Background: an optimization exercise with open tools, aiming at small area. Do not read the settings as production practice. RTL that was checked went through simulation tests only; none was proved equivalent to the original. For runs 1 to 4, only the layout was checked, not whether the RTL still works. Power and IR drop assume default switching activity.

## config.mk

```make
export PLATFORM = sky130hd
export DESIGN_NAME = rtype_mc_datapath
export DESIGN_NICKNAME = rtype_mc_datapath
export VERILOG_FILES = /design/flow/design.v
export SDC_FILE = /design/flow/constraint.sdc
export NUM_CORES = 4
export LEC_CHECK = 0
export CAP_MARGIN = 20
export CELL_PAD_IN_SITES_DETAIL_PLACEMENT = 1
export CELL_PAD_IN_SITES_GLOBAL_PLACEMENT = 2
export CORE_MARGIN = 2
export CORE_UTILIZATION = 30
export CTS_BUF_LIST = sky130_fd_sc_hd__clkbuf_4
export GPL_TIMING_DRIVEN = 0
export PLACE_DENSITY = 0.45
export SLEW_MARGIN = 20
export SYNTH_HIERARCHICAL = 1
export SYNTH_MINIMUM_KEEP_SIZE = 0
```

## constraint.sdc

```tcl
create_clock -name core_clock -period 8.0 [get_ports {clk}]
set_input_delay 1.6000 -clock core_clock [delete_from_list [all_inputs] [get_ports {clk}]]
set_output_delay 1.6000 -clock core_clock [all_outputs]
set_load 0.01 [all_outputs]
```

## design.v

```verilog
module rf_aoi222 (
    input  logic a1, b1, a2, b2, a3, b3,
    output logic y
);
    assign y = ~((a1 & b1) | (a2 & b2) | (a3 & b3));
endmodule
module rf_nand2 (
    input  logic a, b,
    output logic y
);
    assign y = ~(a & b);
endmodule
module rf_aoi22 (
    input  logic a1, b1, a2, b2,
    output logic y
);
    assign y = ~((a1 & b1) | (a2 & b2));
endmodule
module rf_bitmux_lo (
    input  logic [30:0] sel,
    input  logic [30:0] d,
    input  logic        xs,
    input  logic        xd,
    output logic        y
);
    logic [10:0] t;
    for (genvar i = 0; i < 10; i++) begin : g
        rf_aoi222 u(.a1(sel[3*i]), .b1(d[3*i]), .a2(sel[3*i+1]), .b2(d[3*i+1]),
                    .a3(sel[3*i+2]), .b3(d[3*i+2]), .y(t[i]));
    end
    rf_aoi22 u_last(.a1(sel[30]), .b1(d[30]), .a2(xs), .b2(xd), .y(t[10]));
    assign y = ~&t;
endmodule
module rf_bitmux_hi (
    input  logic [30:0] sel,
    input  logic [30:0] d,
    output logic        y
);
    logic [10:0] t;
    for (genvar i = 0; i < 10; i++) begin : g
        rf_aoi222 u(.a1(sel[3*i]), .b1(d[3*i]), .a2(sel[3*i+1]), .b2(d[3*i+1]),
                    .a3(sel[3*i+2]), .b3(d[3*i+2]), .y(t[i]));
    end
    rf_nand2 u_last(.a(sel[30]), .b(d[30]), .y(t[10]));
    assign y = ~&t;
endmodule
module rtype_mc_datapath #(
    parameter int DATA_W = 32,
    parameter int NREGS  = 32
) (
    input  logic              clk,
    input  logic              reset,
    input  logic              instr_valid,
    output logic              instr_ready,
    input  logic [31:0]       instr,
    output logic [DATA_W-1:0] out,
    output logic [5:0]        op,
    output logic              zero,
    output logic              done,
    output logic              illegal,
    output logic              ovf,
    input  logic [4:0]        dbg_addr,
    output logic [DATA_W-1:0] dbg_data
);
    localparam logic [4:0] T_IDLE = 5'd17, T_LOAD = 5'd30, T_PRE = 5'd31, T_DONE = 5'd16;
    logic [4:0]  t_q, t_d;
    logic [4:0]  rs_q;
    logic [21:0] ins_q;     
    logic        rdnz_q;
    logic [31:0] a_q;
    logic        cy_q, f_q, z_q, b0_q, b1_q;
    logic [4:0]  g_q;
    logic        init_q;
    logic [31:0] ring_q [31];
    logic is_load, is_pre, is_step, is_done, wait_in;
    logic [4:0] t_inc;
    assign t_inc   = t_q + 5'd1;
    assign is_pre  = (t_q == T_PRE);
    assign is_load = (t_q == T_LOAD);
    assign is_step = ~t_q[4];
    assign is_done = (t_q == T_DONE);
    assign wait_in = (t_q == T_IDLE) | is_done;
    logic [5:0] opc, funct;
    logic [4:0] rt, shamt;
    assign opc   = ins_q[21:16];
    assign rt    = ins_q[15:11];
    assign shamt = ins_q[10:6];
    assign funct = ins_q[5:0];
    logic legal, is_add, is_sub, is_slt, is_sltu, is_and, is_or, is_xor, is_nor;
    logic is_sll, is_srl, is_sra, is_shift, is_cmp, is_addsub, inv_b;
    always_comb begin
        {is_add, is_sub, is_slt, is_sltu, is_and, is_or, is_xor, is_nor, is_sll, is_srl, is_sra} = '0;
        case (funct)
            6'h20: is_add  = 1'b1;
            6'h22: is_sub  = 1'b1;
            6'h24: is_and  = 1'b1;
            6'h25: is_or   = 1'b1;
            6'h26: is_xor  = 1'b1;
            6'h27: is_nor  = 1'b1;
            6'h2A: is_slt  = 1'b1;
            6'h2B: is_sltu = 1'b1;
            6'h00: is_sll  = 1'b1;
            6'h02: is_srl  = 1'b1;
            6'h03: is_sra  = 1'b1;
            default: ;
        endcase
    end
    assign legal     = (opc == 6'd0) && (is_add | is_sub | is_slt | is_sltu | is_and | is_or |
                                         is_xor | is_nor | is_sll | is_srl | is_sra);
    assign is_shift  = is_sll | is_srl | is_sra;
    assign is_cmp    = legal & (is_slt | is_sltu);
    assign is_addsub = legal & (is_add | is_sub);
    assign inv_b     = is_sub | is_slt | is_sltu;
    logic [4:0]  raddr;
    logic signed [5:0] dif;
    logic [4:0]  slot;
    logic        ren, uninit;
    logic [30:0] sel;
    logic [31:0] word;
    assign raddr  = is_load ? rs_q : (is_step | is_pre) ? rt : dbg_addr;
    assign dif    = $signed({1'b0, raddr}) - $signed({1'b0, g_q});
    assign slot   = dif[5] ? 5'(dif + 6'sd31) : dif[4:0];
    assign uninit = init_q & ~dif[5] & (raddr != 5'd0);
    assign ren    = (raddr != 5'd0) & ~uninit;
    always_comb begin
        for (int k = 0; k < 31; k++) sel[k] = ren && (slot == 5'(k));
    end
    for (genvar b = 0; b < 32; b++) begin : g_rd
        logic [30:0] d;
        for (genvar k = 0; k < 31; k++) begin : g_k
            assign d[k] = ring_q[k][b];
        end
        if (b < 5) begin : g_lo
            rf_bitmux_lo u_mux(.sel(sel), .d(d), .xs(uninit), .xd(raddr[b]), .y(word[b]));
        end else begin : g_hi
            rf_bitmux_hi u_mux(.sel(sel), .d(d), .y(word[b]));
        end
    end
    assign dbg_data = word;
    logic [4:0]  kk;
    logic [6:0]  j;
    logic [31:0] word1;
    logic        oor0, oor1, fill, bn0, bn1, b0, b1, a0, a1, c1, c2, s0, s1, ins0, ins1, bb0, bb1;
    assign kk    = is_shift ? shamt : 5'd0;
    assign j     = is_sll ? ({2'b0, t_inc[3:0], 1'b0} - {2'b0, kk}) : ({2'b0, t_inc[3:0], 1'b0} + {2'b0, kk});
    assign fill  = is_sra & word[31];
    assign word1 = {is_sll ? word[0] : fill, word[31:1]};
    assign oor0  = j[6] | j[5];
    assign oor1  = is_sll ? (j[6] & ~(j[5:0] == 6'h3F)) : j[5];
    assign bn0   = oor0 ? fill : word[j[4:0]];
    assign bn1   = oor1 ? fill : word1[j[4:0]];
    assign b0    = b0_q;
    assign b1    = b1_q;
    assign a0    = a_q[0];
    assign a1    = a_q[1];
    assign bb0   = b0 ^ inv_b;
    assign bb1   = b1 ^ inv_b;
    assign s0    = a0 ^ bb0 ^ cy_q;
    assign c1    = (a0 & bb0) | (a0 & cy_q) | (bb0 & cy_q);
    assign s1    = a1 ^ bb1 ^ c1;
    assign c2    = (a1 & bb1) | (a1 & c1) | (bb1 & c1);
    always_comb begin
        ins0 = 1'b0;
        ins1 = 1'b0;
        if (legal) begin
            if (is_add | is_sub) begin ins0 = s0; ins1 = s1; end
            else if (is_and) begin ins0 = a0 & b0; ins1 = a1 & b1; end
            else if (is_or)  begin ins0 = a0 | b0; ins1 = a1 | b1; end
            else if (is_xor) begin ins0 = a0 ^ b0; ins1 = a1 ^ b1; end
            else if (is_nor) begin ins0 = ~(a0 | b0); ins1 = ~(a1 | b1); end
            else if (is_shift) begin ins0 = b0; ins1 = b1; end
        end
    end
    logic [4:0] g_ahead;    
    logic [4:0] rd_in;
    logic       accept, we;
    assign rd_in       = instr[15:11];
    assign g_ahead     = (g_q <= 5'd12) ? g_q + 5'd19 : g_q - 5'd12;
    assign instr_ready = wait_in & ((rd_in == 5'd0) | (rd_in == g_ahead));
    assign accept      = instr_valid & instr_ready;
    assign done        = is_done;
    always_comb begin
        if (accept) t_d = T_LOAD;
        else if (t_q == T_IDLE) t_d = T_IDLE;
        else t_d = t_inc;
    end
    always_ff @(posedge clk or posedge reset) begin
        if (reset) begin
            t_q    <= T_IDLE;
            g_q    <= 5'd1;
            init_q <= 1'b1;
        end else begin
            t_q    <= t_d;
            g_q    <= (g_q == 5'd31) ? 5'd1 : g_q + 5'd1;
            if (g_q == 5'd31) init_q <= 1'b0;
        end
    end
    always_ff @(posedge clk) begin
        rs_q <= instr[25:21];
        if (wait_in) begin
            ins_q  <= {instr[31:26], instr[20:16], instr[10:6], instr[5:0]};
            rdnz_q <= (rd_in != 5'd0);
        end
        if (is_load) a_q <= {word[29:0], word[31:30]};
        else if (is_pre) a_q <= {a_q[1:0], a_q[31:2]};
        else a_q <= {ins1, ins0, a_q[31:2]};
        b0_q  <= bn0;
        b1_q  <= bn1;
        cy_q  <= is_step ? c2 : inv_b;
        z_q   <= is_step ? (z_q & ~ins0 & ~ins1) : 1'b1;
        f_q   <= is_slt ? (s1 ^ c1 ^ c2) : is_sltu ? ~c2 : (c1 ^ c2);
    end
    assign out     = {a_q[31:1], a_q[0] | (is_cmp & f_q)};
    assign zero    = z_q & ~(is_cmp & f_q);
    assign illegal = ~legal;
    assign ovf     = is_addsub & f_q;
    assign op      = opc;
    assign we      = is_done & legal & ~ovf & rdnz_q;
    logic        keep;
    logic [31:0] wdata;
    assign keep  = ~we & ~init_q;
    assign wdata = ({32{we}} & out) | ({32{keep}} & ring_q[0]) | {27'd0, {5{init_q & ~we}} & g_q};
    always_ff @(posedge clk) begin
        for (int k = 0; k < 30; k++) ring_q[k] <= ring_q[k + 1];
        ring_q[30] <= wdata;
    end
endmodule
```

## run.sh

```bash
#!/bin/bash
# synth_recipe.tcl (not shown) runs the flow's synth.tcl, then flattens the netlist and writes it again
# the make line also repeats each setting of config.mk as NAME=value (left out here)
make -C /OpenROAD-flow-scripts/flow DESIGN_CONFIG=/design/flow/config.mk WORK_HOME=/design/flow/orfs CLKGATE_MAP_FILE= SYNTH_SCRIPT=/design/flow/synth_recipe.tcl finish
```

==> metrics.md, run 1 <==
| Metric | Value |
|---|---|
| Run status | `timing/DRC/antenna clean` |
| WS Path Type | `reg -> out` |
| Number of distinct library cell variants in the gate-level netlist after synthesis | `68` |
| H-tree depth reported by CTS | `5` |
| Remaining design rule violation count | `0` |
| P per Cell Area | `377 nW/µm²` |
| Core area | `97,000 µm²` |
| Initial Util | `0.304` |
| Critical Path Sink | `dbg_data[7]` |
| Filler cell count | `10.1k` |
| Number of antenna violations at the first check in global routing | `7` |
| Gate Count Post-Synth | `2,096` |
| Highest achievable clock rate | `0.128 GHz` |
| Pin slew with the least headroom to its limit | `1050 ps` |
| Final critical path time including I/O delays and setup | `7790 ps` |
| Placed Cells incl. Taps | `3,557` |
| Routed via count | `21.7k` |
| Syn_nets | `2,171` |
| Overall routing resource usage | `0.236` |
| Maximum buffer depth of the clock tree | `4` |
| First-pass DRT Iterations | `7` |
| Residual overflow from global routing | `0` |
| Clock latency on the worst-skew pair | `1170 ps` |
| Average wire per standard cell | `28.7 µm` |
| Total wire length after detailed routing | `120,000 µm` |
| Clock Skew | `82.2 ps` |
| Synth warn | `8` |
| Synth Area per Inst | `14.0 µm²` |
| Ratio of cells with drive above 1 in the final layout | `0.290` |
| Nature of the critical path endpoint | `output port` |
| Worst-case vdd ir drop | `0.000299 V` |
| Boundary Pins | `115` |
| Clock slew at reported path FFs | `70 ps` |
| Total of flip-flops plus latches after synthesis | `1,068` |
| Number of buffers created by CTS | `301` |
| Number of max-cap violations | `0` |
| Largest net degree at the start of global routing | `25` |
| Sequential element share of the synthesized area | `0.736` |
| Final std cells w/o fill | `4,172` |
| Vias per std cell | `5.20` |
| Placement Rows | `114` |
| Count of cells along the worst register-to-register path | `25` |
| Root buffer cell | `clkbuf_4` |
| Area growth from synthesis to layout | `33.8%` |
| Ratio of final minimum period to clock period | `0.974` |
| Global-route wire length before repair | `166,000 µm` |
| Setup violation total in the final timing report | `0` |
| HP Class | `reg -> reg` |
| Die height | `317 µm` |
| Minimum setup slack in the final design | `209 ps` |
| Number of buffers inserted by hold repair at cts | `0` |
| Register-to-register path setup slack | `1660 ps` |
| HPWL after DPL | `80,100 µm` |
| Source of the critical timing path | `t_q[0]` |
| Endpoint of the lowest-slack register-to-register path | `b1_q` |
| Gpl congestion | `0.751` |
| Post-synthesis instance area | `29,400 µm²` |
| Arr. time, crit path | `6190 ps` |
| Input/output buffers | `114` |
| Largest fanout on the critical path | `11` |
| Worst endpoint required time | `6400 ps` |
| Worst hold margin | `295 ps` |
| Launching point of the worst reg2reg path | `t_q[0]` |
| Post-synth ARST share | `0.0103` |
| Floorplan die area | `101,000 µm²` |
| Place WS | `-1470 ps` |
| CTS tree | `built` |
| Startpoint type of the worst setup path | `register` |
| Die width | `317 µm` |
| Clock sink count | `1,068` |
| Number of global-route vias before repair | `23.0k` |
| Iter 0 DRT Violations | `2,336` |
| Number of nets in the layout | `2,782` |
| Instance area at placement | `34,100 µm²` |
| Post-route design area | `39,400 µm²` |
| Final hold violation count | `0` |
| Leading register cell type out of synthesis | `dfxtp_1` |
| Rel. slew slack | `0.303` |
| Static power due to leakage | `0.0154 µW` |
| Final core utilization | `0.406` |
| Max Slew Vio Count | `0` |
| Number of enable flip-flop cells after synthesis | `23` |
| Count of antenna-violating nets left after detailed routing | `0` |
-- placed cells by master (no fill, tap or decap), drive strengths merged, types with 6 or more instances in the layout --
| cell | n |
|---|---|
| a222oi | 320 |
| fa | 6 |
| clkbuf | 476 |
| dfxtp | 1034 |
| mux2i | 34 |
| a31oi | 7 |
| nand4 | 69 |
| clkinv | 28 |
| nand2b | 9 |
| dlygate4sd2 | 16 |
| buf | 211 |
| xor2 | 6 |
| or3 | 38 |
| edfxtp | 23 |
| nor2 | 63 |
| mux2 | 33 |
| nand3b | 30 |
| xnor2 | 19 |
| a22oi | 10 |
| diode | 7 |
| o21ai | 25 |
| nand2 | 123 |
| dfrtp | 7 |
| a21oi | 18 |
| inv | 40 |
| ha | 29 |
| clkdlybuf4s50 | 82 |
| nand3 | 49 |
| nor3 | 8 |
-- flip-flops by register name (all words and copies together) (netlist names) --
signal / flops
b0_q: 1
rs_q: 5
g_q: 5
rdnz_q: 1
cy_q: 1
a_q: 32
init_q: 1
z_q: 1
ring_q: 992
ins_q: 22
t_q: 5
b1_q: 1
f_q: 1
-- per-module statistics from Yosys (local to each module, per instance) --
module / flops+latches / cell area (µm²)
rf_aoi22: 0 / 12.5
rf_aoi222: 0 / 10.0
rf_bitmux_hi: 0 / 23.8
rf_bitmux_lo: 0 / 23.8
rf_nand2: 0 / 3.75
rtype_mc_datapath: 1068 / 25300
-- routing by layer --
| layer | vias to the layer above | part of all wire | global-route usage |
|---|---|---|---|
| li1 | 9628 | - | - |
| met1 | 11100 | 0.45 | 0.314 |
| met2 | 748 | 0.47 | 0.376 |
| met3 | 205 | 0.051 | 0.0483 |
| met4 | 0 | 0.029 | 0.0925 |
| met5 | - | 0 | 0 |
-- critical path, cell delays in order (launching register included) --
cell and delay, ps:
dfstp_2 560, ha_2 190, and3_4 200, inv_1 60
ha_4 190, buf_4 150, mux2i_1 120, a21oi_2 290
ha_1 350, a21boi_2 210, o21ai_2 230, nand4_1 160
buf_6 170, xnor2_4 200, or3_4 240, buf_4 140
nor2_4 50, buf_12 160, buf_16 170, a222oi_1 340
nand3_1 130, or3_4 450, clkdlybuf4s15_1 250
-- synth_stat cells (4+ instances only) --
library cell / count / area share
nor2_1: 62 / 0.0079
nand3b_1: 30 / 0.0076
nand2b_1: 9 / 0.0019
mux2i_1: 33 / 0.011
a31oi_1: 7 / 0.0015
mux2_2: 33 / 0.013
nand3_1: 49 / 0.0083
or3_1: 38 / 0.0081
dfxtp_1: 1034 / 0.70
dfrtp_1: 7 / 0.0059
buf_4: 7 / 0.0018
xnor2_1: 19 / 0.0057
edfxtp_1: 23 / 0.023
a22oi_1: 5 / 0.0013
ha_1: 29 / 0.012
xor2_1: 6 / 0.0018
a21oi_1: 18 / 0.0031
inv_1: 34 / 0.0043
a22oi_2: 5 / 0.0021
nor3_1: 8 / 0.0014
nand2_1: 122 / 0.016
clkbuf_1: 22 / 0.0028
fa_1: 6 / 0.0041
dfstp_2: 4 / 0.0036
nand4_1: 69 / 0.015
o21ai_0: 24 / 0.0041
a222oi_1: 320 / 0.11
a2111oi_0: 5 / 0.0015
-- cell families after synthesis --
family	after synthesis	synth area share
AOI/OAI and AO/OA	415	0.131
muxes	69	0.0261
buffers and inverters	70	0.0108
adders and majority gates	35	0.0164
xor gates and xnor gates	25	0.00744
and+or+nand+nor	414	0.0725
DFF	1068	0.736
-- worst min path at each step --
stage | start | slack, ps | cells after the start | to
global route | ring_q[26][31] | 300 | 0 | ring_q[25][31]
CTS | ring_q[21][4] | 290 | 0 | ring_q[20][4]
detailed placement | ring_q[16][0] | 340 | 0 | ring_q[15][0]
finish | ring_q[21][0] | 290 | 0 | ring_q[20][0]
floorplan | ring_q[12][0] | 330 | 0 | ring_q[11][0]
global placement | ring_q[26][22] | 330 | 0 | ring_q[25][22]
-- where the power goes --
part / internal (µW) / switching [µW]
Combinational: 1690 / 2710
Sequential: 5440 / 97.4
Clock: 2680 / 2230
Total: 9810 / 5040
-- repair_timing --
item | in CTS | in global routing
pin swaps | 113 | 92
gates cloned | 0 | 1
setup endpoints to repair | 34 | 32
gates resized for setup | 110 | 39
setup buffers | 97 | 29
-- through the flow --
| stage | setup TNS (ps) | power [µW] |
|---|---|---|
| global placement | -284030 | 8260 |
| floorplan | 0 | 6740 |
| finish | 0 | 14800 |
| CTS | -74.9 | 14800 |
| detailed placement | -43450 | 9150 |
| global route | -2130 | 15400 |
-- area by class of cell --
type	instances	area (µm²)	share of cell area
Buffer	32	179	0.00454
Multi-Input combinational cell	958	8120	0.206
Tap cell	1276	1600	0.0405
Clock buffer	446	3350	0.0850
Sequential cell	1068	21700	0.550
Antenna cell	7	17.5	0.000445
Clock inverter	39	284	0.00721
Inverter	34	128	0.00324
Timing Repair Buffer	312	4060	0.103
==> run 2, diff against run 1 <==
--- a/config.mk
+++ b/config.mk
@@ -10,7 +10,6 @@
 export CELL_PAD_IN_SITES_GLOBAL_PLACEMENT = 2
 export CORE_MARGIN = 2
 export CORE_UTILIZATION = 30
-export CTS_BUF_LIST = sky130_fd_sc_hd__clkbuf_4
 export GPL_TIMING_DRIVEN = 0
 export PLACE_DENSITY = 0.45
 export SLEW_MARGIN = 20
==> metrics.md, run 2 <==
| Metric | Value |
|---|---|
| Sequential element share of the synthesized area | `0.736 (unchanged)` |
| Commonest non-fill, non-tap cell in the layout | `dfxtp_1` |
| Placed Cells incl. Taps | `3,557 (unchanged)` |
| Total wire length after detailed routing | `116,000 µm (-2.8%)` |
| Average wire per standard cell | `30.3 µm (+5.5%)` |
| Net Sw Power | `4930 µW (-2.2%)` |
| Maximum buffer depth of the clock tree | `3 (-1)` |
| Initial Util | `0.304 (unchanged)` |
| Destination of the worst hold path | `ring_q[9][6]` |
| Residual overflow from global routing | `0 (unchanged)` |
| Number of global-route vias before repair | `21.3k (-7.3%)` |
| Largest area contributor in the synthesized netlist | `dfxtp_1` |
| Max Slew Vio Count | `0 (unchanged)` |
| Overall routing resource usage | `0.230 (-0.00636)` |
| Startpoint of the lowest-slack hold path | `ring_q[10][6]` |
| Input/output buffers | `114 (unchanged)` |
| Crit path max-delay cell type | `clkdlybuf4s50_1` |
| Gpl congestion | `0.751 (unchanged)` |
| Ratio of final minimum period to clock period | `0.984 (+0.0103)` |
| Count of antenna-violating nets left after detailed routing | `0 (unchanged)` |
| Clock latency on the worst-skew pair | `700 ps (-470 ps)` |
| Most flops, register | `ring_q` |
| Rel. slew slack | `0.266 (-0.0366)` |
| Area share of the leading cell type in the synthesized netlist | `0.703 (unchanged)` |
| Static power due to leakage | `0.0149 µW (-3.7%)` |
| Startpoint type of the worst setup path | `primary input` |
| Root buffer cell | `clkbuf_16` |
| Count of cells along the worst register-to-register path | `26 (+4.0%)` |
| Leading register cell type out of synthesis | `dfxtp_1` |
| Commonest cells after routing, fill and taps aside | `dfxtp_1, a222oi_1, nand2_1, clkbuf_16, clkdlybuf4s50_1` |
| Ratio of cells with drive above 1 in the final layout | `0.193 (-0.0969)` |
| RSZ-0062 raised after global routing | `yes` |
| WS Path Type | `in -> out` |
| Number of distinct library cell variants in the gate-level netlist after synthesis | `68 (unchanged)` |
| Number of nets in the layout | `2,549 (-8.4%)` |
| Global-route wire length before repair | `162,000 µm (-2.6%)` |
| Worst-case vdd ir drop | `0.000335 V (+12%)` |
| Part of the power in the clock network | `0.353 (+0.022)` |
| Largest registers | `ring_q x992, a_q x32, ins_q x22` |
| Syn_nets | `2,171 (unchanged)` |
| Number of buffers created by CTS | `112 (-63%)` |
| Register-to-register path setup slack | `1590 ps (-70 ps)` |
| Gate Count Post-Synth | `2,096 (unchanged)` |
| Run status | `timing/DRC/antenna clean` |
| Worst endpoint required time | `6400 ps (about the same)` |
| Most numerous cell types in the synthesized netlist | `dfxtp_1, a222oi_1, nand2_1` |
| Post-Route Setup TNS | `0 ps (unchanged)` |
| Die width | `317 µm (unchanged)` |
| Final std cells w/o fill | `3,845 (-7.8%)` |
| Routed via count | `20.4k (-5.9%)` |
| Floorplan die area | `101,000 µm² (unchanged)` |
| Arr. time, crit path | `6270 ps (+80 ps)` |
| H-tree depth reported by CTS | `3 (-2)` |
| Crit path cell chain | `clkdlybuf4s50_1 -> mux2i_1 -> a21oi_1 -> ha_1 -> a21boi_4 -> o21a_2 -> nor3_4 -> xnor2_2 -> or2_4 -> buf_4 -> nor2_4 -> buf_12 -> a222oi_1 -> nand4_1 -> or3_4 -> clkdlybuf4s50_1` |
| Vias per std cell | `5.31 (+2.1%)` |
| Post-synth ARST share | `0.0103 (unchanged)` |
| Most repeated library cell on the critical path | `clkdlybuf4s50_1` |
| Largest fanout on the critical path | `15 (+4)` |
| Number of enable flip-flop cells after synthesis | `23 (unchanged)` |
| Placement Rows | `114 (unchanged)` |
| HPWL after DPL | `80,100 µm (unchanged)` |
| Count leader, synth | `dfxtp_1` |
| Core area | `97,000 µm² (unchanged)` |
| Slowest stage delay, CP | `510 ps (-50 ps)` |
| Number of antenna violations at the first check in global routing | `3 (-4)` |
| Clock slew at reported path FFs | `60 ps (about the same)` |
| HP Class | `reg -> reg` |
| Endpoint of the lowest-slack register-to-register path | `b1_q` |
| Largest net degree at the start of global routing | `25 (unchanged)` |
| Remaining design rule violation count | `0 (unchanged)` |
| Synth warn | `8 (unchanged)` |
| Number of max-cap violations | `0 (unchanged)` |
| Pin slew with the least headroom to its limit | `1100 ps (+54.9 ps)` |
| Launching point of the worst reg2reg path | `t_q[0]` |
| Highest achievable clock rate | `0.127 GHz (-1.0%)` |
| Number of instances on the worst hold path | `0 (unchanged)` |
| Total power consumption of the routed design | `15,100 µW (+1.7%)` |
| Final critical path time including I/O delays and setup | `7870 ps (+82.3 ps)` |
| Total internal power | `10,200 µW (+3.7%)` |
| Fraction of power consumed by sequential logic | `0.367 (-0.006)` |
| First-pass DRT Iterations | `7 (unchanged)` |
| Largest cells by area after synthesis | `dfxtp_1, a222oi_1, edfxtp_1` |
| Setup violation total in the final timing report | `0 (unchanged)` |
| Number of flip-flops in the largest register | `992 (unchanged)` |
| Iter 0 DRT Violations | `2,196 (-6.0%)` |
| Clock sink count | `1,068 (unchanged)` |
| P per Cell Area | `385 nW/µm² (+2.2%)` |
| Power share of the combinational group | `0.280 (-0.016)` |
| Boundary Pins | `115 (unchanged)` |
| Net switching share of the total power | `0.326 (-0.0129)` |
| Source of the critical timing path | `dbg_addr[3]` |
| Post-synthesis instance area | `29,400 µm² (unchanged)` |
| Total of flip-flops plus latches after synthesis | `1,068 (unchanged)` |
| Synth Area per Inst | `14.0 µm² (unchanged)` |
| Area growth from synthesis to layout | `33.2%` |
| CTS tree | `built` |
| Nature of the critical path endpoint | `output port` |
| Clock Skew | `31.4 ps (-50.8 ps)` |
| Final hold violation count | `0 (unchanged)` |
| Die height | `317 µm (unchanged)` |
==> run 2: cell counts after synthesis <==
No cell type changed its count.
==> run 2: stage by stage <==
stage,worst slack (ps),utilization,hold WS [ps],instance area [µm²]
2_1_floorplan,724,-,330,29400
3_3_place_gp,-5460,0.332,332,32200
3_5_place_dp,-1470,0.351,336,34100
4_1_cts,51.8,0.402,335,39000
5_1_grt,-25.9,0.404,330,39200
6_report,127,0.404,333,39200
==> run 2: what timing repair did <==
item	CTS	global route
gates cloned	0	0
pin swaps	33	37
endpoints found under the setup margin	34	32
resized for setup	61	19
setup buffers	69	14
hold buffers	0	0
==> run 2: final cells by class <==
cell class | count | area (µm²)
diodes | 1 | 2.50
plain buffers | 32 | 179
clock buffers | 171 | 3430
clock inverters | 37 | 400
fillers | 9802 | 57800
inverters | 34 | 128
multi-input cells | 958 | 8060
flip-flops and latches | 1068 | 21700
well taps | 1276 | 1600
repair buffers | 268 | 3750
==> run 2: critical path: cells and delay by family <==
| family | cells | cell delay (ps) |
|---|---|---|
| adders and majority gates | 1 | 390 |
| and+or+nand+nor | 5 | 1250 |
| AOI/OAI and AO/OA | 4 | 1380 |
| buffers and inverters | 4 | 1350 |
| muxes | 1 | 90 |
| xor gates and xnor gates | 1 | 190 |
==> run 2: cell families (layout without fill, tap and decap cells) <==
group / Yosys count / count (layout) / share of synthesized area
flops: 1068 / 1068 / 0.736
buf+inv: 70 / 542 / 0.0108
fa+ha+maj: 35 / 35 / 0.0164
other cells: 0 / 1 / 0
simple gates: 414 / 414 / 0.0725
compound gates: 415 / 415 / 0.131
mux: 69 / 69 / 0.0261
xor+xnor: 25 / 25 / 0.00744
==> run 2: worst max-delay path by stage <==
stage,to,slack (ps)
floorplan,dbg_data[31],720
global placement,dbg_data[7],-5460
detailed placement,dbg_data[28],-1470
CTS,dbg_data[28],50
global route,dbg_data[13],-30
finish,dbg_data[14],130
==> run 2: modules after synthesis, one instance, submodules excluded <==
module,copies in the design,flip-flops and latches,cell area [µm²]
rf_aoi22,5,0,12.5
rf_nand2,27,0,3.75
rf_bitmux_hi,27,0,23.8
rtype_mc_datapath,1,1068,25300
rf_aoi222,320,0,10.0
rf_bitmux_lo,5,0,23.8
==> run 2: layer usage <==
metal,global-route usage,vias to the layer above,wire (µm)
met5,0,-,0
met1,0.315,10600,53500
li1,-,9012,-
met2,0.364,631,52800
met3,0.0388,204,5930
met4,0.0846,0,4290
==> run 2: power groups by stage <==
stage	clock network, µW	registers (µW)	logic (µW)
2_1_floorplan	0	5610	1130
3_3_place_gp	0	5660	2610
3_5_place_dp	0	5660	3490
4_1_cts	5450	5540	4070
5_1_grt	5680	5540	4360
6_report	5330	5540	4230
==> run 3, diff against run 2 <==
==> flow/run.sh (new file) <==
#!/bin/bash
# Standard ORFS layout with two changes: ports are buffered with buf_1 (the smallest
# buffer) instead of ORFS's default pick, and CTS inserts no dummy loads.
set -euo pipefail
bash standard.sh synth > synth.log 2>&1
bash standard.sh finish \
  "BUFFER_PORTS_ARGS=-buffer_cell sky130_fd_sc_hd__buf_1" \
  "CTS_ARGS=-sink_clustering_enable -repair_clock_nets -dont_use_dummy_load" \
  > layout.log 2>&1
==> standard.sh (new file) <==
#!/bin/bash
# synth_recipe.tcl (not shown) runs the flow's synth.tcl, then flattens the netlist and writes it again
# the make line also repeats each setting of config.mk as NAME=value (left out here)
make -C /OpenROAD-flow-scripts/flow DESIGN_CONFIG=/design/flow/config.mk WORK_HOME=/design/flow/orfs CLKGATE_MAP_FILE= SYNTH_SCRIPT=/design/flow/synth_recipe.tcl "${@:-finish}"
removed: run.sh
==> metrics.md, run 3 <==
| Metric | Value |
|---|---|
| GRT met3 Usage | `0.0383 (-0.000457)` |
| Final std cells w/o fill | `3,714 (-3.4%)` |
| Die height | `317 µm (unchanged)` |
| Most numerous cell types in the synthesized netlist | `dfxtp_1, a222oi_1, nand2_1` |
| Boundary Pins | `115 (unchanged)` |
| Count of antenna-violating nets left after detailed routing | `0 (unchanged)` |
| Pin slew with the least headroom to its limit | `1180 ps (+77.8 ps)` |
| Root buffer cell | `clkbuf_16` |
| Clock slew at reported path FFs | `60 ps (about the same)` |
| Worst endpoint required time | `6400 ps (about the same)` |
| Global-route wire length before repair | `159,000 µm (-1.8%)` |
| Number of antenna violations at the first check in global routing | `5 (+2)` |
| Clock Skew | `70.5 ps (+39.1 ps)` |
| Setup violation total in the final timing report | `0 (unchanged)` |
| Number of buffers inserted by hold repair at cts | `0 (unchanged)` |
| Number of buffers created by CTS | `114 (+1.8%)` |
| Commonest cells after routing, fill and taps aside | `dfxtp_1, a222oi_1, nand2_1, buf_1, clkbuf_16` |
| Endpoint of the lowest-slack register-to-register path | `b1_q` |
| Post-synth ARST share | `0.0103 (unchanged)` |
| Nature of the critical path endpoint | `output port` |
| Maximum buffer depth of the clock tree | `3 (unchanged)` |
| Final critical path time including I/O delays and setup | `7770 ps (-104 ps)` |
| Largest registers | `ring_q x992, a_q x32, ins_q x22` |
| Rel. slew slack | `0.214 (-0.0519)` |
| Met1 Use GR | `0.307 (-0.00761)` |
| Static power due to leakage | `0.0138 µW (-7.1%)` |
| Synth Area per Inst | `14.0 µm² (unchanged)` |
| Initial Util | `0.304 (unchanged)` |
| Remaining design rule violation count | `0 (unchanged)` |
| Area share of the leading cell type in the synthesized netlist | `0.703 (unchanged)` |
| Gpl congestion | `0.756 (+0.72%)` |
| Floorplan die area | `101,000 µm² (unchanged)` |
| Total power consumption of the routed design | `13,800 µW (-8.5%)` |
| Launching point of the worst reg2reg path | `t_q[0]` |
| HP Class | `reg -> reg` |
| Arr. time, crit path | `6170 ps (-100 ps)` |
| H-tree depth reported by CTS | `3 (unchanged)` |
| Slowest stage delay, CP | `590 ps (+80 ps)` |
| Largest net degree at the start of global routing | `25 (unchanged)` |
| Area growth from synthesis to layout | `25.8%` |
| Highest achievable clock rate | `0.129 GHz (+1.3%)` |
| Clock sink count | `1,068 (unchanged)` |
| Worst hold margin | `307 ps (-25.9 ps)` |
| Number of global-route vias before repair | `21.0k (-1.4%)` |
| Vias per std cell | `5.38 (+1.2%)` |
| Largest cells by area after synthesis | `dfxtp_1, a222oi_1, edfxtp_1` |
| Core area | `97,000 µm² (unchanged)` |
| Largest fanout on the critical path | `12 (-3)` |
| Routing usage on met2 | `0.371 (+0.00726)` |
| WS Path Type | `reg -> out` |
| Placement Rows | `114 (unchanged)` |
| Run status | `timing/DRC/antenna clean` |
| Sequential element share of the synthesized area | `0.736 (unchanged)` |
| Count of cells along the worst register-to-register path | `25 (-3.8%)` |
| Post-synthesis instance area | `29,400 µm² (unchanged)` |
| Residual overflow from global routing | `0 (unchanged)` |
| Number of instances on the worst hold path | `0 (unchanged)` |
| Ratio of final minimum period to clock period | `0.971 (-0.0130)` |
| Total of flip-flops plus latches after synthesis | `1,068 (unchanged)` |
| Buffers and inverters on the worst path | `3 (-1)` |
| Startpoint type of the worst setup path | `register` |
| Post-Route Setup TNS | `0 ps (unchanged)` |
| Startpoint of the lowest-slack hold path | `ring_q[13][6]` |
| Count leader, synth | `dfxtp_1` |
| Max Slew Vio Count | `0 (unchanged)` |
| Clock latency on the worst-skew pair | `680 ps (-20 ps)` |
| Number of distinct library cell variants in the gate-level netlist after synthesis | `68 (unchanged)` |
| Number of nets in the layout | `2,515 (-1.3%)` |
| Gate Count Post-Synth | `2,096 (unchanged)` |
| Average wire per standard cell | `30.8 µm (+1.5%)` |
| Number of enable flip-flop cells after synthesis | `23 (unchanged)` |
| Place WS | `-885 ps (+581 ps)` |
| Destination of the worst hold path | `ring_q[12][6]` |
| Commonest non-fill, non-tap cell in the layout | `dfxtp_1` |
| Number of flip-flops in the largest register | `992 (unchanged)` |
| Ratio of cells with drive above 1 in the final layout | `0.153 (-0.0402)` |
| Die width | `317 µm (unchanged)` |
| Crit path cell chain | `ha_1 -> and3_1 -> inv_1 -> ha_2 -> mux2i_1 -> a21oi_1 -> ha_1 -> o21ai_1 -> a21boi_2 -> o21ai_4 -> nand4_1 -> xnor2_2 -> or3_4 -> nor2_4 -> buf_12 -> a222oi_1 -> nand4_1 -> or3_1 -> buf_1` |
| Synth warn | `8 (unchanged)` |
| Placed Cells incl. Taps | `3,563 (+0.17%)` |
| P per Cell Area | `373 nW/µm² (-3.0%)` |
| Most flops, register | `ring_q` |
| Total wire length after detailed routing | `114,000 µm (-1.9%)` |
| Register-to-register path setup slack | `1340 ps (-250 ps)` |
| Worst-case vdd ir drop | `0.000201 V (-40%)` |
| Global-route layer with the greatest usage | `met2` |
| Iter 0 DRT Violations | `2,204 (+0.36%)` |
| Count of antenna diodes in the layout | `0 (-1)` |
| Input/output buffers | `114 (unchanged)` |
| Overall routing resource usage | `0.226 (-0.00417)` |
| Final hold violation count | `0 (unchanged)` |
| CTS tree | `built` |
| Leading register cell type out of synthesis | `dfxtp_1` |
| Largest area contributor in the synthesized netlist | `dfxtp_1` |
| Number of max-cap violations | `0 (unchanged)` |
| Routed via count | `20.0k (-2.2%)` |
| First-pass DRT Iterations | `8 (+1)` |
| Syn_nets | `2,171 (unchanged)` |
| HPWL after DPL | `80,500 µm (+0.50%)` |
| Kind of cell adding the most delay to the critical path | `simple AND/OR/NAND/NOR gates` |
| Minimum setup slack in the final design | `231 ps (+104 ps)` |
| Crit path max-delay cell type | `dfstp_2` |
run 3: worst register-to-register path: stages, from the launching register on:
cell and delay (ps):
dfstp_2 590, ha_1 200, and3_1 210, inv_1 50, ha_2 260, mux2i_1 150, a21oi_1 460, ha_1 400
o21ai_1 190, a21boi_2 150, o21ai_4 240, nand4_1 250, xnor2_2 260, nand3b_1 130, buf_4 170, nor2_4 110
buf_16 190, buf_16 180, a222oi_1 450, nand4_1 170, or3_4 450, mux2i_1 390, nand3_1 140, a31oi_1 250
a211oi_1 80, or3_1 440
run 3: where the power goes:
part	internal, µW	leakage (µW)	switching, µW	total (µW)
Clock	2470	0.00140	1940	4410
Combinational	1340	0.00374	2530	3870
Sequential	5440	0.00866	94.4	5530
run 3: area by class of cell:
class | instances | area (µm²)
Buffer | 32 | 180
Inverter | 34 | 128
Sequential cell | 1068 | 21700
Tap cell | 1276 | 1600
Clock buffer | 114 | 2850
Timing Repair Buffer | 232 | 2650
Fill cell | 9948 | 60000
Multi-Input combinational cell | 958 | 7950
run 3: timing repair:
action                                  4_1_cts  5_1_grt
buffers inserted                             28       13
resized for setup                            33       22
endpoints found under the hold margin         0        0
endpoints found under the setup margin       34       32
pin swaps                                    12        8
run 3: cells by family after synthesis:
| kind of cell | after synthesis | synth area share |
|---|---|---|
| AND/OR/NAND/NOR | 414 | 0.0725 |
| buffers and inverters | 70 | 0.0108 |
| flip-flops | 1068 | 0.736 |
| XOR/XNOR | 25 | 0.00744 |
| adder cells (fa/ha/maj) | 35 | 0.0164 |
| AO/OA/AOI/OAI | 415 | 0.131 |
| multiplexers | 69 | 0.0261 |
run 3: worst max-delay path by stage:
stage                     start  slack [ps]            to  cells past startpoint
detailed placement       t_q[0]        -890   dbg_data[9]                     19
finish                   t_q[0]         230  dbg_data[28]                     19
global placement         t_q[0]       -4690   dbg_data[2]                     16
global route             t_q[0]         -30  dbg_data[17]                     24
CTS                      t_q[0]           1  dbg_data[27]                     20
floorplan           dbg_addr[1]         720  dbg_data[31]                     16
run 3: layer usage:
metal	vias to the layer above	wire, µm
li1	8849	-
met1	10400	52200
met2	560	53700
met3	159	5640
met4	0	2680
met5	-	0
run 3: per-stage QoR:
step                cell area [µm²]   util
finish                        37000  0.382
global route                  37000  0.382
CTS                           36800  0.379
detailed placement            33500  0.345
global placement              31500  0.324
floorplan                     29400      -
run 3: modules after synthesis (local to each module, per instance):
module             flip-flops and latches  cells inside  cell area (µm²)
rf_aoi22                                0             1             12.5
rf_aoi222                               0             1             10.0
rf_bitmux_hi                            0             4             23.8
rf_bitmux_lo                            0             4             23.8
rf_nand2                                0             1             3.75
rtype_mc_datapath                    1068          1616            25300
==> run 4, diff against run 3 <==
==> flow/run.sh (replaced) <==
#!/bin/bash
# Standard ORFS layout with these changes: ports are buffered with buf_1 (the smallest
# buffer) instead of ORFS's default pick; CTS uses clkbuf_8, larger sink clusters and
# no dummy loads.
set -euo pipefail
bash standard.sh synth > synth.log 2>&1
bash standard.sh finish \
  "BUFFER_PORTS_ARGS=-buffer_cell sky130_fd_sc_hd__buf_1" \
  "CTS_ARGS=-sink_clustering_enable -repair_clock_nets -dont_use_dummy_load -buf_list sky130_fd_sc_hd__clkbuf_8 -sink_clustering_size 30" \
  > layout.log 2>&1
--- a/config.mk
+++ b/config.mk
@@ -5,13 +5,13 @@
 export SDC_FILE = /design/flow/constraint.sdc
 export NUM_CORES = 4
 export LEC_CHECK = 0
-export CAP_MARGIN = 20
+export CAP_MARGIN = 5
 export CELL_PAD_IN_SITES_DETAIL_PLACEMENT = 1
 export CELL_PAD_IN_SITES_GLOBAL_PLACEMENT = 2
 export CORE_MARGIN = 2
 export CORE_UTILIZATION = 30
 export GPL_TIMING_DRIVEN = 0
 export PLACE_DENSITY = 0.45
-export SLEW_MARGIN = 20
+export SLEW_MARGIN = 5
 export SYNTH_HIERARCHICAL = 1
 export SYNTH_MINIMUM_KEEP_SIZE = 0
==> metrics.md, run 4 <==
| Metric | Value |
|---|---|
| Input/output buffers | `114 (unchanged)` |
| Synth Area per Inst | `14.0 µm² (unchanged)` |
| Run status | `timing/DRC/antenna clean` |
| Die width | `317 µm (unchanged)` |
| Number of enable flip-flop cells after synthesis | `23 (unchanged)` |
| Vias per std cell | `5.38 (about the same)` |
| Routing usage on met2 | `0.366 (-0.00548)` |
| Syn_nets | `2,171 (unchanged)` |
| Placed Cells incl. Taps | `3,548 (-0.42%)` |
| Clock Skew | `78.1 ps (+7.58 ps)` |
| First-pass DRT Iterations | `6 (-2)` |
| Leading register cell type out of synthesis | `dfxtp_1` |
| Placement Rows | `114 (unchanged)` |
| Number of max-cap violations | `0 (unchanged)` |
| Commonest non-fill, non-tap cell in the layout | `dfxtp_1` |
| Clock slew at reported path FFs | `50 ps (about the same)` |
| GRT met3 Usage | `0.0420 (+0.00365)` |
| Average wire per standard cell | `30.6 µm (-0.53%)` |
| Fraction of power consumed by sequential logic | `0.420 (+0.019)` |
| Filler cell count | `10.1k (+1.8%)` |
| Startpoint of the lowest-slack hold path | `ring_q[25][0]` |
| Met1 Use GR | `0.309 (+0.00165)` |
| Floorplan die area | `101,000 µm² (unchanged)` |
| Largest area contributor in the synthesized netlist | `dfxtp_1` |
| Number of flip-flops in the largest register | `992 (unchanged)` |
| Gate Count Post-Synth | `2,096 (unchanged)` |
| Boundary Pins | `115 (unchanged)` |
| Highest achievable clock rate | `0.130 GHz (+0.83%)` |
| Source of the critical timing path | `t_q[0]` |
| Clock sink count | `1,068 (unchanged)` |
| Net switching share of the total power | `0.348 (+0.0174)` |
| Nature of the critical path endpoint | `output port` |
| Most numerous cell types in the synthesized netlist | `dfxtp_1, a222oi_1, nand2_1` |
| Total of flip-flops plus latches after synthesis | `1,068 (unchanged)` |
| CTS tree | `built` |
| Startpoint type of the worst setup path | `register` |
| Total internal power | `8590 µW (-7.1%)` |
| Worst-case vdd ir drop | `0.000207 V (+3.3%)` |
| Ratio of final minimum period to clock period | `0.963 (-0.00799)` |
| Number of nets in the layout | `2,576 (+2.4%)` |
| Power share of the combinational group | `0.284 (+0.004)` |
| Rel. slew slack | `0.190 (-0.0244)` |
| Largest net degree at the start of global routing | `25 (unchanged)` |
| Remaining design rule violation count | `0 (unchanged)` |
| HPWL after DPL | `77,800 µm (-3.3%)` |
| Final std cells w/o fill | `3,779 (+1.8%)` |
| Minimum setup slack in the final design | `295 ps (+63.9 ps)` |
| Global-route wire length before repair | `160,000 µm (+0.82%)` |
| Setup violation total in the final timing report | `0 (unchanged)` |
| Number of buffers inserted by hold repair at cts | `0 (unchanged)` |
| Count leader, synth | `dfxtp_1` |
| WS Path Type | `reg -> out` |
| Iter 0 DRT Violations | `2,053 (-6.9%)` |
| Largest registers | `ring_q x992, a_q x32, ins_q x22` |
| Count of antenna-violating nets left after detailed routing | `0 (unchanged)` |
| Residual overflow from global routing | `0 (unchanged)` |
| Net Sw Power | `4580 µW (+0.38%)` |
| Overall routing resource usage | `0.227 (+0.00166)` |
| Post-synth ARST share | `0.0103 (unchanged)` |
| Largest cells by area after synthesis | `dfxtp_1, a222oi_1, edfxtp_1` |
| Total wire length after detailed routing | `116,000 µm (+1.2%)` |
| Launching point of the worst reg2reg path | `t_q[0]` |
| Routed via count | `20.3k (+1.8%)` |
| Max Slew Vio Count | `0 (unchanged)` |
| Core area | `97,000 µm² (unchanged)` |
| Instance area at placement | `33,000 µm² (-1.4%)` |
| Maximum buffer depth of the clock tree | `3 (unchanged)` |
| Commonest cells after routing, fill and taps aside | `dfxtp_1, a222oi_1, clkbuf_8, nand2_1, buf_1` |
| Root buffer cell | `clkbuf_8` |
| Arr. time, crit path | `6100 ps (-70 ps)` |
| Post-Route Setup TNS | `0 ps (unchanged)` |
| Number of global-route vias before repair | `21.5k (+2.7%)` |
| Sequential element share of the synthesized area | `0.736 (unchanged)` |
| P per Cell Area | `363 nW/µm² (-2.8%)` |
| Post-route design area | `36,300 µm² (-1.9%)` |
| Final core utilization | `0.374 (-0.00733)` |
| H-tree depth reported by CTS | `4 (+1)` |
| Place WS | `-819 ps (+66.5 ps)` |
| Clock latency on the worst-skew pair | `830 ps (+150 ps)` |
| Number of distinct library cell variants in the gate-level netlist after synthesis | `68 (unchanged)` |
| Global-route layer with the greatest usage | `met2` |
| Largest fanout on the critical path | `14 (+2)` |
| HP Class | `reg -> reg` |
| Initial Util | `0.304 (unchanged)` |
| Final hold violation count | `0 (unchanged)` |
| Synth warn | `8 (unchanged)` |
| Static power due to leakage | `0.0136 µW (-1.7%)` |
| Final critical path time including I/O delays and setup | `7700 ps (-63.9 ps)` |
| Gpl congestion | `0.756 (unchanged)` |
| Ratio of cells with drive above 1 in the final layout | `0.176 (+0.0231)` |
| Post-synthesis instance area | `29,400 µm² (unchanged)` |
| Pin slew with the least headroom to its limit | `1220 ps (+36.6 ps)` |
| Die height | `317 µm (unchanged)` |
| Number of buffers created by CTS | `178 (+56%)` |
| Number of antenna violations at the first check in global routing | `4 (-1)` |
| Part of the power in the clock network | `0.295 (-0.024)` |
| Area growth from synthesis to layout | `23.3%` |
| Most flops, register | `ring_q` |
| Area share of the leading cell type in the synthesized netlist | `0.703 (unchanged)` |
| Worst endpoint required time | `6400 ps (about the same)` |
[run 4: cell counts after synthesis]
Identical to the previous run, type by type.
[run 4: repair_timing]
action / in CTS / in global routing
setup buffers: 40 / 13
hold endpoints to repair: 0 / 0
gates resized for setup: 48 / 17
setup endpoints to repair: 34 / 32
pin swaps: 24 / 15
[run 4: layout make-up]
type / instances / area [µm²] / share of cell area
multi-input cells: 958 / 8000 / 0.220
diodes: 4 / 10.0 / 0.000276
repair buffers: 229 / 2290 / 0.0629
plain buffers: 32 / 176 / 0.00486
clock buffers: 178 / 2450 / 0.0675
well taps: 1276 / 1600 / 0.0440
flip-flops and latches: 1068 / 21700 / 0.597
inverters: 34 / 128 / 0.00351
[run 4: power groups by stage]
stage          Combinational [µW]  Sequential, µW  Clock, µW
6_report                     3750            5540       3890
5_1_grt                      3890            5550       4260
4_1_cts                      3580            5550       4030
3_5_place_dp                 3290            5660          0
3_3_place_gp                 2530            5650          0
2_1_floorplan                1130            5610          0
[run 4: metal layers]
metal / part of all wire / routed length (µm)
met5: 0.00011 / 13
met1: 0.46 / 53300
met3: 0.052 / 6070
met2: 0.46 / 53400
met4: 0.024 / 2810
[run 4: final timing paths]
path / depth (start not counted) / end / slack, ps
max in group asynchronous: 2 / t_q[4] / 6780
min reg2reg: 0 / ring_q[24][0] / 310
max: 21 / dbg_data[9] / 300
max reg2reg: 25 / b1_q / 1440
min: 0 / ring_q[24][0] / 310
min in group asynchronous: 2 / g_q[3] / 850
[run 4: through the flow]
| stage | power (µW) | hold slack, ps |
|---|---|---|
| after floorplan | 6740 | 330 |
| after global placement | 8190 | 332 |
| after detailed placement | 8950 | 336 |
| after CTS | 13200 | 303 |
| after global routing | 13700 | 314 |
| final | 13200 | 311 |
[run 4: kinds of logic (layout without fill, tap and decap cells)]
family / Yosys count / count (layout) / share of synthesized area
flops: 1068 / 1068 / 0.736
compound gates: 415 / 415 / 0.131
simple gates: 414 / 414 / 0.0725
buf+inv: 70 / 473 / 0.0108
mux: 69 / 69 / 0.0261
fa+ha+maj: 35 / 35 / 0.0164
xor+xnor: 25 / 25 / 0.00744
other cells: 0 / 4 / 0
[run 4: worst max-delay path: stages (launching register included)]
cell	delay (ps)
dfstp_2	580
ha_1	190
and3_1	220
inv_1	60
ha_2	260
mux2i_1	160
a21oi_2	160
inv_1	60
ha_1	210
fa_1	470
xor2_4	280
o21a_1	170
nand4_1	220
xnor2_2	290
or3_4	240
nor2_4	120
buf_12	190
buf_12	170
a222oi_1	470
nand4_1	150
or3_4	490
buf_1	160
[run 4: Yosys stat by module (local to each module, per instance)]
module             copies in the design  cells  flops+latches  cell area [µm²]
rf_aoi22                              5      1              0             12.5
rf_aoi222                           320      1              0             10.0
rf_bitmux_hi                         27      4              0             23.8
rf_bitmux_lo                          5      4              0             23.8
rf_nand2                             27      1              0             3.75
rtype_mc_datapath                     1   1616           1068            25300
==> run 5, diff against run 4 <==
--- a/design.v
+++ b/design.v
@@ -43,6 +43,30 @@
     end
     rf_nand2 u_last(.a(sel[30]), .b(d[30]), .y(t[10]));
     assign y = ~&t;
+endmodule
+module rf_dec (
+    input  logic [4:0]  slot,
+    input  logic        en,
+    output logic [30:0] sel
+);
+    logic [3:0] lo;
+    logic [7:0] hi;
+    always_comb begin
+        for (int i = 0; i < 4; i++) lo[i] = (slot[1:0] == 2'(i));
+        for (int i = 0; i < 8; i++) hi[i] = en && (slot[4:2] == 3'(i));
+        for (int k = 0; k < 31; k++) sel[k] = lo[k % 4] & hi[k / 4];
+    end
+endmodule
+module rf_slot (
+    input  logic [4:0] r,
+    input  logic [4:0] g,
+    output logic [4:0] slot,
+    output logic       ge
+);
+    logic [5:0] dif;
+    assign dif  = {1'b0, r} - {1'b0, g};
+    assign ge   = ~dif[5];
+    assign slot = dif[5] ? dif[4:0] - 5'd1 : dif[4:0];
 endmodule
 module rtype_mc_datapath #(
     parameter int DATA_W = 32,
@@ -64,7 +88,8 @@
 );
     localparam logic [4:0] T_IDLE = 5'd17, T_LOAD = 5'd30, T_PRE = 5'd31, T_DONE = 5'd16;
     logic [4:0]  t_q, t_d;
-    logic [4:0]  rs_q;
+    logic [4:0]  ia_q;      
+    logic        busy_q;    
     logic [21:0] ins_q;     
     logic        rdnz_q;
     logic [31:0] a_q;
@@ -112,19 +137,16 @@
     assign is_addsub = legal & (is_add | is_sub);
     assign inv_b     = is_sub | is_slt | is_sltu;
     logic [4:0]  raddr;
-    logic signed [5:0] dif;
     logic [4:0]  slot;
     logic        ren, uninit;
     logic [30:0] sel;
     logic [31:0] word;
-    assign raddr  = is_load ? rs_q : (is_step | is_pre) ? rt : dbg_addr;
-    assign dif    = $signed({1'b0, raddr}) - $signed({1'b0, g_q});
-    assign slot   = dif[5] ? 5'(dif + 6'sd31) : dif[4:0];
-    assign uninit = init_q & ~dif[5] & (raddr != 5'd0);
+    assign raddr  = busy_q ? ia_q : dbg_addr;
+    logic ge;
+    rf_slot u_slot(.r(raddr), .g(g_q), .slot(slot), .ge(ge));
+    assign uninit = init_q & ge & (raddr != 5'd0);
     assign ren    = (raddr != 5'd0) & ~uninit;
-    always_comb begin
-        for (int k = 0; k < 31; k++) sel[k] = ren && (slot == 5'(k));
-    end
+    rf_dec u_dec(.slot(slot), .en(ren), .sel(sel));
     for (genvar b = 0; b < 32; b++) begin : g_rd
         logic [30:0] d;
         for (genvar k = 0; k < 31; k++) begin : g_k
@@ -187,16 +209,18 @@
     always_ff @(posedge clk or posedge reset) begin
         if (reset) begin
             t_q    <= T_IDLE;
+            busy_q <= 1'b0;
             g_q    <= 5'd1;
             init_q <= 1'b1;
         end else begin
             t_q    <= t_d;
+            busy_q <= (t_d != T_IDLE) && (t_d != T_DONE);
             g_q    <= (g_q == 5'd31) ? 5'd1 : g_q + 5'd1;
             if (g_q == 5'd31) init_q <= 1'b0;
         end
     end
     always_ff @(posedge clk) begin
-        rs_q <= instr[25:21];
+        ia_q <= wait_in ? instr[25:21] : rt;
         if (wait_in) begin
             ins_q  <= {instr[31:26], instr[20:16], instr[10:6], instr[5:0]};
             rdnz_q <= (rd_in != 5'd0);
==> flow/run.sh (replaced) <==
#!/bin/bash
# Standard ORFS layout with these changes: ports are buffered with buf_1 (the smallest
# buffer) instead of ORFS's default pick; CTS uses clkbuf_8 with sink clusters of up to
# 16 flip-flops within 50 um, and no dummy loads.
set -euo pipefail
bash standard.sh synth > synth.log 2>&1
bash standard.sh finish \
  "BUFFER_PORTS_ARGS=-buffer_cell sky130_fd_sc_hd__buf_1" \
  "CTS_ARGS=-sink_clustering_enable -repair_clock_nets -dont_use_dummy_load -buf_list sky130_fd_sc_hd__clkbuf_8 -sink_clustering_size 16 -sink_clustering_max_diameter 50" \
  > layout.log 2>&1
--- a/config.mk
+++ b/config.mk
@@ -9,9 +9,10 @@
 export CELL_PAD_IN_SITES_DETAIL_PLACEMENT = 1
 export CELL_PAD_IN_SITES_GLOBAL_PLACEMENT = 2
 export CORE_MARGIN = 2
-export CORE_UTILIZATION = 30
+export CORE_UTILIZATION = 50
 export GPL_TIMING_DRIVEN = 0
-export PLACE_DENSITY = 0.45
+export PLACE_DENSITY = 0.6
+export SETUP_SLACK_MARGIN = 0.15
 export SLEW_MARGIN = 5
 export SYNTH_HIERARCHICAL = 1
 export SYNTH_MINIMUM_KEEP_SIZE = 0
==> metrics.md, run 5 <==
| Metric | Value |
|---|---|
| Count of antenna-violating nets left after detailed routing | `0 (unchanged)` |
| Placed Cells incl. Taps | `2,981 (-16%)` |
| Critical Path Sink | `dbg_data[1]` |
| Worst-case vdd ir drop | `0.000311 V (+50%)` |
| Final critical path time including I/O delays and setup | `7840 ps (+131 ps)` |
| Total wire length after detailed routing | `95,700 µm (-17%)` |
| Filler cell count | `5,637 (-44%)` |
| Input/output buffers | `114 (unchanged)` |
| Slowest stage delay, CP | `890 ps (+310 ps)` |
| HP Class | `reg -> reg` |
| Clock slew at reported path FFs | `90 ps (+40 ps)` |
| Crit path max-delay cell type | `nor2_4` |
| Leading register cell type out of synthesis | `dfxtp_1` |
| Initial Util | `0.508 (+0.205)` |
| Startpoint type of the worst setup path | `primary input` |
| Number of flip-flops in the largest register | `992 (unchanged)` |
| Average wire per standard cell | `30.9 µm (+0.94%)` |
| Source of the critical timing path | `dbg_addr[0]` |
| Count of cells along the worst register-to-register path | `22 (-12%)` |
| WS Path Type | `in -> out` |
| Syn_nets | `2,145 (-1.2%)` |
| Kind of cell adding the most delay to the critical path | `simple AND/OR/NAND/NOR gates` |
| Floorplan die area | `60,800 µm² (-40%)` |
| H-tree depth reported by CTS | `3 (-1)` |
| Clock Skew | `65.7 ps (-12.4 ps)` |
| Maximum buffer depth of the clock tree | `3 (unchanged)` |
| Run status | `timing/DRC/antenna clean` |
| Gpl congestion | `0.824 (+8.9%)` |
| Number of instances on the worst hold path | `0 (unchanged)` |
| Synth warn | `9 (+1)` |
| Ratio of final minimum period to clock period | `0.980 (+0.0164)` |
| Largest net degree at the start of global routing | `24 (-4.0%)` |
| Gate Count Post-Synth | `2,071 (-1.2%)` |
| Total power consumption of the routed design | `11,000 µW (-16%)` |
| Sequential element share of the synthesized area | `0.737 (+0.000850)` |
| Post-synth ARST share | `0.0112 (+0.000926)` |
| Overall routing resource usage | `0.307 (+0.0800)` |
| Final std cells w/o fill | `3,100 (-18%)` |
| Area growth from synthesis to layout | `13.4%` |
| Crit path cell chain | `buf_1 -> mux2_2 -> inv_1 -> ha_1 -> fa_1 -> ha_1 -> nand2_1 -> a2bb2oi_2 -> nor3_2 -> xnor2_2 -> nand4_1 -> nor2_4 -> buf_12 -> a222oi_1 -> nand4_1 -> or3_1 -> buf_1` |
| Largest area contributor in the synthesized netlist | `dfxtp_1` |
| Clock sink count | `1,069 (+0.094%)` |
| Iter 0 DRT Violations | `2,325 (+13%)` |
| Clock latency on the worst-skew pair | `700 ps (-130 ps)` |
| Commonest non-fill, non-tap cell in the layout | `dfxtp_1` |
| Number of antenna violations at the first check in global routing | `7 (+3)` |
| Core area | `57,900 µm² (-40%)` |
| HPWL after DPL | `61,100 µm (-21%)` |
| Largest cells by area after synthesis | `dfxtp_1, a222oi_1, edfxtp_1` |
| Worst endpoint required time | `6400 ps (about the same)` |
| CTS tree | `built` |
| Number of distinct library cell variants in the gate-level netlist after synthesis | `69 (+1.5%)` |
| Vias per std cell | `6.37 (+18%)` |
| Count leader, synth | `dfxtp_1` |
| Instance area at placement | `31,700 µm² (-4.0%)` |
| Synth Area per Inst | `14.2 µm² (+1.2%)` |
| RSZ-0062 raised after global routing | `no` |
| Arr. time, crit path | `6240 ps (+140 ps)` |
| Post-synthesis instance area | `29,400 µm² (unchanged)` |
| Die height | `247 µm (-22%)` |
| Placement Rows | `88 (-23%)` |
| Highest achievable clock rate | `0.128 GHz (-1.7%)` |
| Depth of the critical timing path with buffers and inverters included | `17 (-19%)` |
| Launching point of the worst reg2reg path | `busy_q` |
| Register-to-register path setup slack | `1610 ps (+170 ps)` |
| Max Slew Vio Count | `0 (unchanged)` |
| Global-route wire length before repair | `135,000 µm (-16%)` |
| Area share of the leading cell type in the synthesized netlist | `0.703 (unchanged)` |
| Die width | `247 µm (-22%)` |
| Boundary Pins | `115 (unchanged)` |
| Commonest cells after routing, fill and taps aside | `dfxtp_1, a222oi_1, nand2_1, buf_1, clkbuf_8` |
| Residual overflow from global routing | `0 (unchanged)` |
| Most numerous cell types in the synthesized netlist | `dfxtp_1, a222oi_1, nand2_1` |
| Ratio of cells with drive above 1 in the final layout | `0.114 (-0.0621)` |
| Total of flip-flops plus latches after synthesis | `1,069 (+0.094%)` |
| Root buffer cell | `clkbuf_8` |
| Largest fanout on the critical path | `17 (+3)` |
| Post-route design area | `33,400 µm² (-8.0%)` |
| Number of nets in the layout | `2,409 (-6.5%)` |
| P per Cell Area | `330 nW/µm² (-9.0%)` |
| Most flops, register | `ring_q` |
| Static power due to leakage | `0.0126 µW (-7.3%)` |
| Buffers and inverters on the worst path | `4 (-1)` |
| Remaining design rule violation count | `0 (unchanged)` |
| Setup violation total in the final timing report | `0 (unchanged)` |
| Number of buffers created by CTS | `86 (-52%)` |
| Largest registers | `ring_q x992, a_q x32, ins_q x22` |
| Routed via count | `19.8k (-2.8%)` |
| First-pass DRT Iterations | `6 (unchanged)` |
| Number of global-route vias before repair | `20.3k (-5.7%)` |
| Pin slew with the least headroom to its limit | `1020 ps (-198 ps)` |
| Nature of the critical path endpoint | `output port` |
| Endpoint of the lowest-slack register-to-register path | `b1_q` |
| Number of max-cap violations | `0 (unchanged)` |
| Rel. slew slack | `0.321 (+0.131)` |
| Number of enable flip-flop cells after synthesis | `23 (unchanged)` |
| Final hold violation count | `0 (unchanged)` |
==> run 5: cell types whose count changed after synthesis, moves of 5 or more <==
cell      delta
mux2_2       +7
mux2i_1      +8
a31oi_1      -5
nand2_1      -6
or3_1        -5
o21ai_0      -7
nand3_1      -8
clkbuf_1     -7
==> run 5: per-stage QoR <==
stage          setup TNS, ps  worst slack, ps  hold slack [ps]  utilization
2_1_floorplan              0              945              330            -
3_3_place_gp         -116930            -2680              332        0.532
3_5_place_dp               0              149              336        0.547
4_1_cts                    0              152              290        0.568
5_1_grt                    0             71.7              293        0.577
6_report                   0              164              289        0.577
==> run 5: where the power goes <==
part	internal [µW]	leakage, µW	total, µW	switching (µW)
logic	822	0.00329	2930	2110
registers	5430	0.00867	5520	89.5
clock network	962	0.000618	2570	1610
total	7220	0.0126	11000	3810
==> run 5: layer usage <==
metal | GRT usage | up-vias | wire (µm)
met2 | 0.514 | 800 | 45700
li1 | - | 8569 | -
met4 | 0.110 | 6 | 3400
met5 | 0 | - | 35
met3 | 0.0469 | 211 | 6740
met1 | 0.406 | 10200 | 39800
==> run 5: worst min path at each step <==
stage	from	endpoint	slack, ps
4_1_cts	ring_q[9][12]	ring_q[8][12]	290
2_1_floorplan	ring_q[12][0]	ring_q[11][0]	330
5_1_grt	ring_q[9][12]	ring_q[8][12]	290
3_3_place_gp	ring_q[9][8]	ring_q[8][8]	330
3_5_place_dp	ring_q[24][8]	ring_q[23][8]	340
6_report	ring_q[9][12]	ring_q[8][12]	290
==> run 5: kinds of logic (layout without fill, tap and decap cells) <==
kind of cell	count (synthesis)	in the layout	synth area share
DFF	1069	1069	0.737
and+or+nand+nor	404	404	0.0724
AOI/OAI and AO/OA	391	391	0.126
muxes	84	84	0.0311
buffers and inverters	65	327	0.0103
adders and majority gates	34	34	0.0160
xor gates and xnor gates	24	24	0.00739
other	0	2	0
==> run 5: cell type report <==
class | count | area [µm²] | area share
Antenna cell | 2 | 5.00 | 0.000150
Tap cell | 765 | 957 | 0.0287
Sequential cell | 1069 | 21700 | 0.650
Inverter | 34 | 128 | 0.00382
Buffer | 31 | 179 | 0.00536
Timing Repair Buffer | 176 | 1550 | 0.0465
Clock buffer | 86 | 1180 | 0.0354
Multi-Input combinational cell | 937 | 7700 | 0.230
==> run 5: per-module statistics from Yosys (local to each module, per instance) <==
module | area (µm²) | cells inside | times used
rf_aoi222 | 10.0 | 1 | 320
rf_bitmux_hi | 23.8 | 4 | 27
rf_dec | 230 | 46 | 1
rf_bitmux_lo | 23.8 | 4 | 5
rf_slot | 303 | 38 | 1
rtype_mc_datapath | 24800 | 1507 | 1
rf_aoi22 | 12.5 | 1 | 5
rf_nand2 | 3.75 | 1 | 27
==> run 5: repair_timing <==
item | CTS | global route
setup endpoints to repair | 4 | 30
buffers inserted | 0 | 31
cloned | 0 | 0
hold buffers | 0 | 0
gates resized for setup | 2 | 6
pin swaps | 0 | 19

## port drivers added, routing unchanged
The results above use ideal ports. As a check the final layouts listed here were re-extracted and re-timed, cells and wires unchanged.
Step 1 assumes that a clkbuf_16 drives the clock port and a buf_2 every other input.
Step 2 moves the port delays by t, midway between the first and last clock arrival at a register: inputs arrive t later, outputs are due t later. That takes back most of the time a late clock gives input paths.
Three values: no drivers, after step 1, after step 2; two values: the first two.
run	shift t [ns]	setup WS [ns]	worst setup path after step 2	slew at the worst register clock pin (ns)	pins driven straight from the clock port
run 1	1.195	0.209 / 0.145 / 0.538	input to output	0.08 / 0.08	1
run 2	0.750	0.127 / 0.092 / 0.092	input to output	0.07 / 0.07	1
run 3	0.704	0.231 / 0.170 / 0.537	input to output	0.06 / 0.06	1
run 4	0.864	0.295 / 0.226 / 0.743	input to output	0.06 / 0.06	1
run 5	0.736	0.164 / 0.127 / 0.127	input to output	0.11 / 0.11	1
After both steps setup and hold are still met in every run listed. For run 5, which loses most, drivers alone change the setup slack by -0.037 ns; drivers and shift together by -0.037 ns.
